Source: an optimization exercise on an open RTL-to-GDS flow (aim: small area, a short achievable clock period and few clock cycles per item). Production flows keep margins and buffers that such runs may drop.
RTL that was checked went through simulation tests only; none was proved equivalent to the original.

## garnet
Design sw_core, start of the top module:
module sw_core (
    input  logic        clk,
    input  logic        rst,
    input  logic        i_valid,
    input  logic [31:0] i_ref_seq,
    input  logic [15:0] i_read_seq,
    input  logic [4:0]  i_ref_len,
    input  logic [3:0]  i_read_len,
    input  logic        i_ready,
    output logic        o_ready,
    output logic        o_valid,
    output logic [9:0]  o_score,
    output logic [2:0]  o_row,
    output logic [3:0]  o_column
);
==> module sw_pe, before the edit <==
module sw_pe #(
    parameter int ROW = 0
) (
    input  logic       i_first,
    input  logic       i_match,
    input  logic [5:0] i_left_ht,
    input  logic [5:0] i_left_et,
    input  logic [5:0] i_diag_ht,
    output logic [5:0] o_et,
    output logic [5:0] o_key,
    output logic [5:0] o_self
);
    function automatic logic gt(input logic [5:0] a, input logic [5:0] b);
        logic g;
        g = 1'b0;
        for (int i = 0; i < 6; i++) begin
            g = (a[i] & ~b[i]) | (a[i] & g) | (~b[i] & g);
        end
        gt = g;
    endfunction
    logic [5:0] a2;
    logic [5:0] b2;
    logic [5:0] d2;
    logic       a_gt_b;
    logic       d_top;
    logic       s_d;
    logic       s_a;
    logic       s_b;
    assign a2 = (int'(i_left_et) > ROW + 2) ? 6'(int'(i_left_et) - 1) : 6'(ROW + 2);
    assign b2 = (int'(i_left_ht) > ROW + 7) ? 6'(int'(i_left_ht) - 5) : 6'(ROW + 2);
    generate
        if (ROW == 0) begin : g_top
            assign d2 = i_match ? 6'd7 : 6'd2;
        end else begin : g_below
            assign d2 = i_match ? 6'(int'(i_diag_ht) + 4)
                      : ((int'(i_diag_ht) > ROW + 5) ? 6'(int'(i_diag_ht) - 3) : 6'(ROW + 2));
        end
    endgenerate
    assign a_gt_b = gt(a2, b2);
    assign d_top  = !gt(a2, d2) && !gt(b2, d2);
    assign s_d    = !i_first && d_top;
    assign s_a    = !i_first && !d_top && a_gt_b;
    assign s_b    = !i_first && !d_top && !a_gt_b;
    assign o_et   = i_first ? 6'(ROW + 2) : (a_gt_b ? a2 : b2);
    assign o_key  = ({6{s_d}} & d2) | ({6{s_a}} & a2) | ({6{s_b}} & b2)
                  | ({6{i_first}} & (i_match ? 6'(ROW + 7) : 6'(ROW + 2)));
    assign o_self = o_key + 6'd2;
endmodule
==> module sw_max_select, before the edit <==
module sw_max_select (
    input  logic        clk,
    input  logic        rst,
    input  logic        i_start,
    input  logic [47:0] i_ht,
    input  logic [3:0]  i_read_len,
    input  logic        i_first,
    input  logic        i_last,
    input  logic        i_ready,
    output logic        o_credit_ok,
    output logic        o_valid,
    output logic [9:0]  o_score,
    output logic [2:0]  o_row,
    output logic [3:0]  o_column
);
    localparam int N = sw_pkg::READ_MAX_LEN;
    function automatic logic gt(input logic [5:0] a, input logic [5:0] b);
        logic g;
        g = 1'b0;
        for (int i = 0; i < 6; i++) begin
            g = (a[i] & ~b[i]) | (a[i] & g) | (~b[i] & g);
        end
        gt = g;
    endfunction
    function automatic logic gt9(input logic [8:0] a, input logic [8:0] b);
        logic g;
        g = 1'b0;
        for (int i = 0; i < 9; i++) begin
            g = (a[i] & ~b[i]) | (a[i] & g) | (~b[i] & g);
        end
        gt9 = g;
    endfunction
    logic [7:0] row_en;
    always_ff @(posedge clk) begin
        for (int r = 0; r < N; r++) begin
            row_en[r] <= (4'(r) < i_read_len);
        end
    end
    logic [5:0] h [0:N-1];
    generate
        for (genvar r = 0; r < N; r++) begin : g_h
            assign h[r] = row_en[r] ? 6'(i_ht[6*r +: 6] - 6'(r + 4)) : 6'd0;
        end
    endgenerate
    logic [5:0] s1 [0:3];
    logic [2:0] r1 [0:3];
    logic [5:0] s2 [0:1];
    logic [2:0] r2 [0:1];
    logic [5:0] cmax;
    logic [2:0] crow;
    generate
        for (genvar i = 0; i < 4; i++) begin : g_l1
            logic lo;
            assign lo    = gt(h[2*i+1], h[2*i]);
            assign s1[i] = lo ? h[2*i+1] : h[2*i];
            assign r1[i] = lo ? 3'(2*i+1) : 3'(2*i);
        end
        for (genvar i = 0; i < 2; i++) begin : g_l2
            logic lo;
            assign lo    = gt(s1[2*i+1], s1[2*i]);
            assign s2[i] = lo ? s1[2*i+1] : s1[2*i];
            assign r2[i] = lo ? r1[2*i+1] : r1[2*i];
        end
    endgenerate
    logic lo3;
    assign lo3  = gt(s2[1], s2[0]);
    assign cmax = lo3 ? s2[1] : s2[0];
    assign crow = lo3 ? r2[1] : r2[0];
    logic [5:0]  c_max;
    logic [2:0]  c_row;
    logic        c_first;
    logic        c_last;
    always_ff @(posedge clk or posedge rst) begin
        if (rst) begin
            c_last <= 1'b0;
        end else begin
            c_last <= i_last;
        end
    end
    always_ff @(posedge clk) begin
        c_max   <= cmax;
        c_row   <= crow;
        c_first <= i_first;
    end
    logic [5:0]  b_score;
    logic [2:0]  b_row;
    logic [3:0]  b_col;
    logic        b_full;
    logic [3:0]  col;
    logic        win;
    logic [12:0] n_best;
    assign win    = c_first || gt9({c_max, ~c_row}, {b_score, ~b_row});
    assign n_best = win ? {c_max, c_row, (c_first ? 4'd0 : col)} : {b_score, b_row, b_col};
    logic        take;
    logic        out_free;
    logic [1:0]  inflight;
    logic [12:0] o_data;
    assign take        = o_valid && i_ready;
    assign out_free    = !o_valid || take;
    assign o_credit_ok = !inflight[1] || take;
    always_ff @(posedge clk or posedge rst) begin
        if (rst) begin
            inflight <= '0;
            o_valid  <= 1'b0;
            b_full   <= 1'b0;
        end else begin
            inflight <= inflight + 2'(i_start) - 2'(take);
            if (b_full) begin
                if (out_free) begin
                    o_valid <= 1'b1;
                    b_full  <= 1'b0;
                end
            end else if (c_last) begin
                if (out_free) begin
                    o_valid <= 1'b1;
                end else begin
                    b_full <= 1'b1;
                end
            end else if (take) begin
                o_valid <= 1'b0;
            end
        end
    end
    always_ff @(posedge clk) begin
        col <= c_first ? 4'd1 : col + 4'd1;
        if (!b_full) begin
            {b_score, b_row, b_col} <= n_best;
        end
        if (out_free) begin
            o_data <= b_full ? {b_score, b_row, b_col} : n_best;
        end
    end
    assign o_score  = {4'd0, o_data[12:7]};
    assign o_row    = o_data[6:4];
    assign o_column = o_data[3:0];
endmodule
export LEC_CHECK = 0
export ABC_AREA = 1
export CAP_MARGIN = 20
export CORE_MARGIN = 2
export CORE_UTILIZATION = 40
export SLEW_MARGIN = 20
create_clock -name core_clock -period 13.0 [get_ports {clk}]
run.sh (not shown) runs the stock make flow with config.mk's settings and CLKGATE_MAP_FILE= SYNTH_SCRIPT=/design/flow/synth_recipe.tcl, a recipe that flattens the netlist after the stock synthesis.
Testbench counts of garnet, summed over its fixed seeds: cycles 19,677, jobs 1,600.
Setup changes, garnet to harbor
--- a/flow/design.v
+++ b/flow/design.v
@@ -77,26 +77,27 @@
         for (int i = 0; i < 6; i++) begin
             g = (a[i] & ~b[i]) | (a[i] & g) | (~b[i] & g);
         end
         gt = g;
     endfunction
+    localparam logic [5:0] KMASK = 6'((1 << $clog2(6 * ROW + 8)) - 1);
     logic [5:0] a2;
     logic [5:0] b2;
     logic [5:0] d2;
     logic       a_gt_b;
     logic       d_top;
     logic       s_d;
     logic       s_a;
     logic       s_b;
-    assign a2 = (int'(i_left_et) > ROW + 2) ? 6'(int'(i_left_et) - 1) : 6'(ROW + 2);
-    assign b2 = (int'(i_left_ht) > ROW + 7) ? 6'(int'(i_left_ht) - 5) : 6'(ROW + 2);
+    assign a2 = KMASK & ((int'(i_left_et) > ROW + 2) ? 6'(int'(i_left_et) - 1) : 6'(ROW + 2));
+    assign b2 = KMASK & ((int'(i_left_ht) > ROW + 7) ? 6'(int'(i_left_ht) - 5) : 6'(ROW + 2));
     generate
         if (ROW == 0) begin : g_top
             assign d2 = i_match ? 6'd7 : 6'd2;
         end else begin : g_below
-            assign d2 = i_match ? 6'(int'(i_diag_ht) + 4)
-                      : ((int'(i_diag_ht) > ROW + 5) ? 6'(int'(i_diag_ht) - 3) : 6'(ROW + 2));
+            assign d2 = KMASK & (i_match ? 6'(int'(i_diag_ht) + 4)
+                      : ((int'(i_diag_ht) > ROW + 5) ? 6'(int'(i_diag_ht) - 3) : 6'(ROW + 2)));
         end
     endgenerate
     assign a_gt_b = gt(a2, b2);
     assign d_top  = !gt(a2, d2) && !gt(b2, d2);
     assign s_d    = !i_first && d_top;
@@ -273,11 +274,12 @@
         end
     end
     logic [5:0] h [0:N-1];
     generate
         for (genvar r = 0; r < N; r++) begin : g_h
-            assign h[r] = row_en[r] ? 6'(i_ht[6*r +: 6] - 6'(r + 4)) : 6'd0;
+            localparam logic [5:0] HMASK = 6'((1 << $clog2(5 * r + 6)) - 1);
+            assign h[r] = row_en[r] ? (HMASK & 6'(i_ht[6*r +: 6] - 6'(r + 4))) : 6'd0;
         end
     endgenerate
     logic [5:0] s1 [0:3];
     logic [2:0] r1 [0:3];
     logic [5:0] s2 [0:1];
garnet vs harbor, capture point of the worst path: array_inst.g_row[7].ht_q[5]$_DFF_P_ vs array_inst.g_row[6].ht_q[2]$_DFF_P_. Diff garnet -> harbor: deepest level of the CTS H-tree closely matched the old numbers; via density per instance decreased by about 2% relative to the old numbers; wire length after detailed routing decreased by 19% relative to the old numbers. End-of-flow core utilization for harbor is higher than for garnet. In summary, harbor completed successfully, with a layout that passed the timing, DRC and antenna checks.
Testbench counts of harbor, summed over its fixed seeds: cycles 19,677, jobs 1,600.

* * *

## south
sw_core, a different RTL version from the one above (not shown whole).
Size in the first run: about 2500 cells after synthesis.
==> module sw_pe_array, before the edit <==
module sw_pe_array (
    input  logic        clk,
    input  logic        rst,
    input  logic [7:0]  i_match,
    input  logic        i_first,
    input  logic        i_last,
    output logic [47:0] o_ht,
    output logic        o_first,
    output logic        o_last
);
    localparam int N = sw_pkg::READ_MAX_LEN;
    function automatic logic gt(input logic [5:0] a, input logic [5:0] b);
        logic g;
        g = 1'b0;
        for (int i = 0; i < 6; i++) begin
            g = (a[i] & ~b[i]) | (a[i] & g) | (~b[i] & g);
        end
        gt = g;
    endfunction
    function automatic logic [5:0] max2(input logic [5:0] a, input logic [5:0] b);
        max2 = gt(b, a) ? b : a;
    endfunction
    function automatic logic [5:0] max3(input logic [5:0] a, input logic [5:0] b,
                                        input logic [5:0] c);
        logic ab;
        logic ac;
        logic bc;
        ab = !gt(b, a);
        ac = !gt(c, a);
        bc = !gt(c, b);
        max3 = ({6{ab && ac}} & a) | ({6{!ab && bc}} & b) | ({6{!ac && !bc}} & c);
    endfunction
    function automatic logic [5:0] max4(input logic [5:0] a, input logic [5:0] b,
                                        input logic [5:0] c, input logic [5:0] d);
        logic ab;
        logic ac;
        logic ad;
        logic bc;
        logic bd;
        logic cd;
        ab = !gt(b, a);
        ac = !gt(c, a);
        ad = !gt(d, a);
        bc = !gt(c, b);
        bd = !gt(d, b);
        cd = !gt(d, c);
        max4 = ({6{ab && ac && ad}} & a) | ({6{!ab && bc && bd}} & b)
             | ({6{!ac && !bc && cd}} & c) | ({6{!ad && !bd && !cd}} & d);
    endfunction
    function automatic int ht_bits(input int r);
        ht_bits = $clog2(6 * r + 10);
    endfunction
    function automatic int e_bits(input int r);
        e_bits = $clog2(6 * r + 5);
    endfunction
    logic [5:0] ht   [0:N-1];
    logic [5:0] e    [0:N-1];
    logic [5:0] e_n  [0:N-1];
    logic [5:0] key  [0:N-1];
    logic [5:0] self [0:N-1];
    logic [5:0] ht_n [0:N-1];
    generate
        for (genvar r = 0; r < N; r++) begin : g_row
            localparam int HB = ht_bits(r);
            localparam int EB = e_bits(r);
            logic [HB-1:0] ht_q;
            logic [EB-1:0] e_q;
            logic [5:0]    diag;
            assign ht[r] = 6'(ht_q);
            assign e[r]  = 6'(e_q);
            if (r == 0) begin : g_top
                assign diag = '0;
            end else begin : g_below
                assign diag = ht[r-1];
            end
            sw_pe #(.ROW(r)) pe_inst (
                .i_first   (i_first),
                .i_match   (i_match[r]),
                .i_left_ht (ht[r]),
                .i_left_et (e[r]),
                .i_diag_ht (diag),
                .o_et      (e_n[r]),
                .o_key     (key[r]),
                .o_self    (self[r])
            );
            always_ff @(posedge clk) begin
                ht_q <= HB'(ht_n[r]);
                e_q  <= EB'(e_n[r]);
            end
        end
    endgenerate
    logic [5:0] m01;
    logic [5:0] m012;
    logic [5:0] m0123;
    logic [5:0] m45;
    logic [5:0] m456;
    assign m01   = max2(key[0], key[1]);
    assign m012  = max3(key[0], key[1], key[2]);
    assign m0123 = max4(key[0], key[1], key[2], key[3]);
    assign m45   = max2(key[4], key[5]);
    assign m456  = max3(key[4], key[5], key[6]);
    assign ht_n[0] = self[0];
    assign ht_n[1] = max2(self[1], key[0]);
    assign ht_n[2] = max2(self[2], m01);
    assign ht_n[3] = max2(self[3], m012);
    assign ht_n[4] = max2(self[4], m0123);
    assign ht_n[5] = max3(self[5], m0123, key[4]);
    assign ht_n[6] = max3(self[6], m0123, m45);
    assign ht_n[7] = max3(self[7], m0123, m456);
    always_ff @(posedge clk or posedge rst) begin
        if (rst) begin
            o_last <= 1'b0;
        end else begin
            o_last <= i_last;
        end
    end
    always_ff @(posedge clk) begin
        o_first <= i_first;
    end
    generate
        for (genvar r = 0; r < N; r++) begin : g_out
            assign o_ht[6*r +: 6] = ht[r];
        end
    endgenerate
endmodule
clock: 13.0 ns
lec_check: 0
abc_area: 1
cap_margin: 20
core_margin: 2
core_utilization: 40
slew_margin: 20
south reached the final stage; the timing, DRC and antenna checks on its layout passed.
Here is what was changed in the inputs of west compared with south.
--- a/flow/design.v
+++ b/flow/design.v
@@ -201,20 +201,16 @@
             end
         end
     endgenerate
-    logic [5:0] m01;
-    logic [5:0] m012;
     logic [5:0] m0123;
     logic [5:0] m45;
     logic [5:0] m456;
-    assign m01   = max2(key[0], key[1]);
-    assign m012  = max3(key[0], key[1], key[2]);
     assign m0123 = max4(key[0], key[1], key[2], key[3]);
     assign m45   = max2(key[4], key[5]);
     assign m456  = max3(key[4], key[5], key[6]);
     assign ht_n[0] = self[0];
     assign ht_n[1] = max2(self[1], key[0]);
-    assign ht_n[2] = max2(self[2], m01);
-    assign ht_n[3] = max2(self[3], m012);
+    assign ht_n[2] = max3(self[2], key[0], key[1]);
+    assign ht_n[3] = max4(self[3], key[0], key[1], key[2]);
     assign ht_n[4] = max2(self[4], m0123);
     assign ht_n[5] = max3(self[5], m0123, key[4]);
     assign ht_n[6] = max3(self[6], m0123, m45);
==> comparison <==
- Comparing west and south, the higher die width was measured on west.
- Compared with south, west ends up with more cell area.
- When west is measured against south, its worst setup margin turns out 0.11 ns higher.
- Number of global-route vias before repair, west and south, lower one = south.
- Comparing south with west, the clock tree skew after final layout came out essentially unchanged.
- Summary of west over south: total number of tap cells rose by 7, sum of buffers and inverters on the critical path rose by 1, ratio of final minimum period to clock period fell by 0.87 points.
- Summary of the comparison: fmax is higher in west, relative to south.
No functional check of the RTL was part of any run of this note.

## separate check: timing with driven ports
In the flow no input, the clock included, has a driving cell. The finished layouts below were timed again as built, in two steps. Step 1 (the two cells are an assumption about what drives the block):
set clk [get_ports {clk}]
set_driving_cell -lib_cell sky130_fd_sc_hd__clkbuf_16 $clk
set_driving_cell -lib_cell sky130_fd_sc_hd__buf_2 [delete_from_list [all_inputs] $clk]
Step 2, shift: input delay + t, output delay - t, t = (earliest + latest rising clock arrival at the registers) / 2. This alone moves slack from input paths to output paths. a / b / c = ideal ports / drivers / drivers and shift; a / b = the first two.
run | t, ns | setup WS [ns] | hold WS [ns] | latest minus earliest clock arrival (ns) | slew at the worst register clock pin (ns)
garnet | 0.528 | 7.619 / 7.619 / 7.619 | 0.338 / 0.338 / 0.338 | 0.013 / 0.013 | 0.08 / 0.08
harbor | 0.514 | 8.212 / 8.212 / 8.212 | 0.340 / 0.340 / 0.340 | 0.014 / 0.013 | 0.07 / 0.07
south | 0.508 | 8.230 / 8.230 / 8.230 | 0.324 / 0.324 / 0.324 | 0.011 / 0.011 | 0.07 / 0.07
west | 0.504 | 8.343 / 8.343 / 8.343 | 0.327 / 0.327 / 0.327 | 0.014 / 0.013 | 0.08 / 0.08
After both steps setup and hold are still met in every run listed.
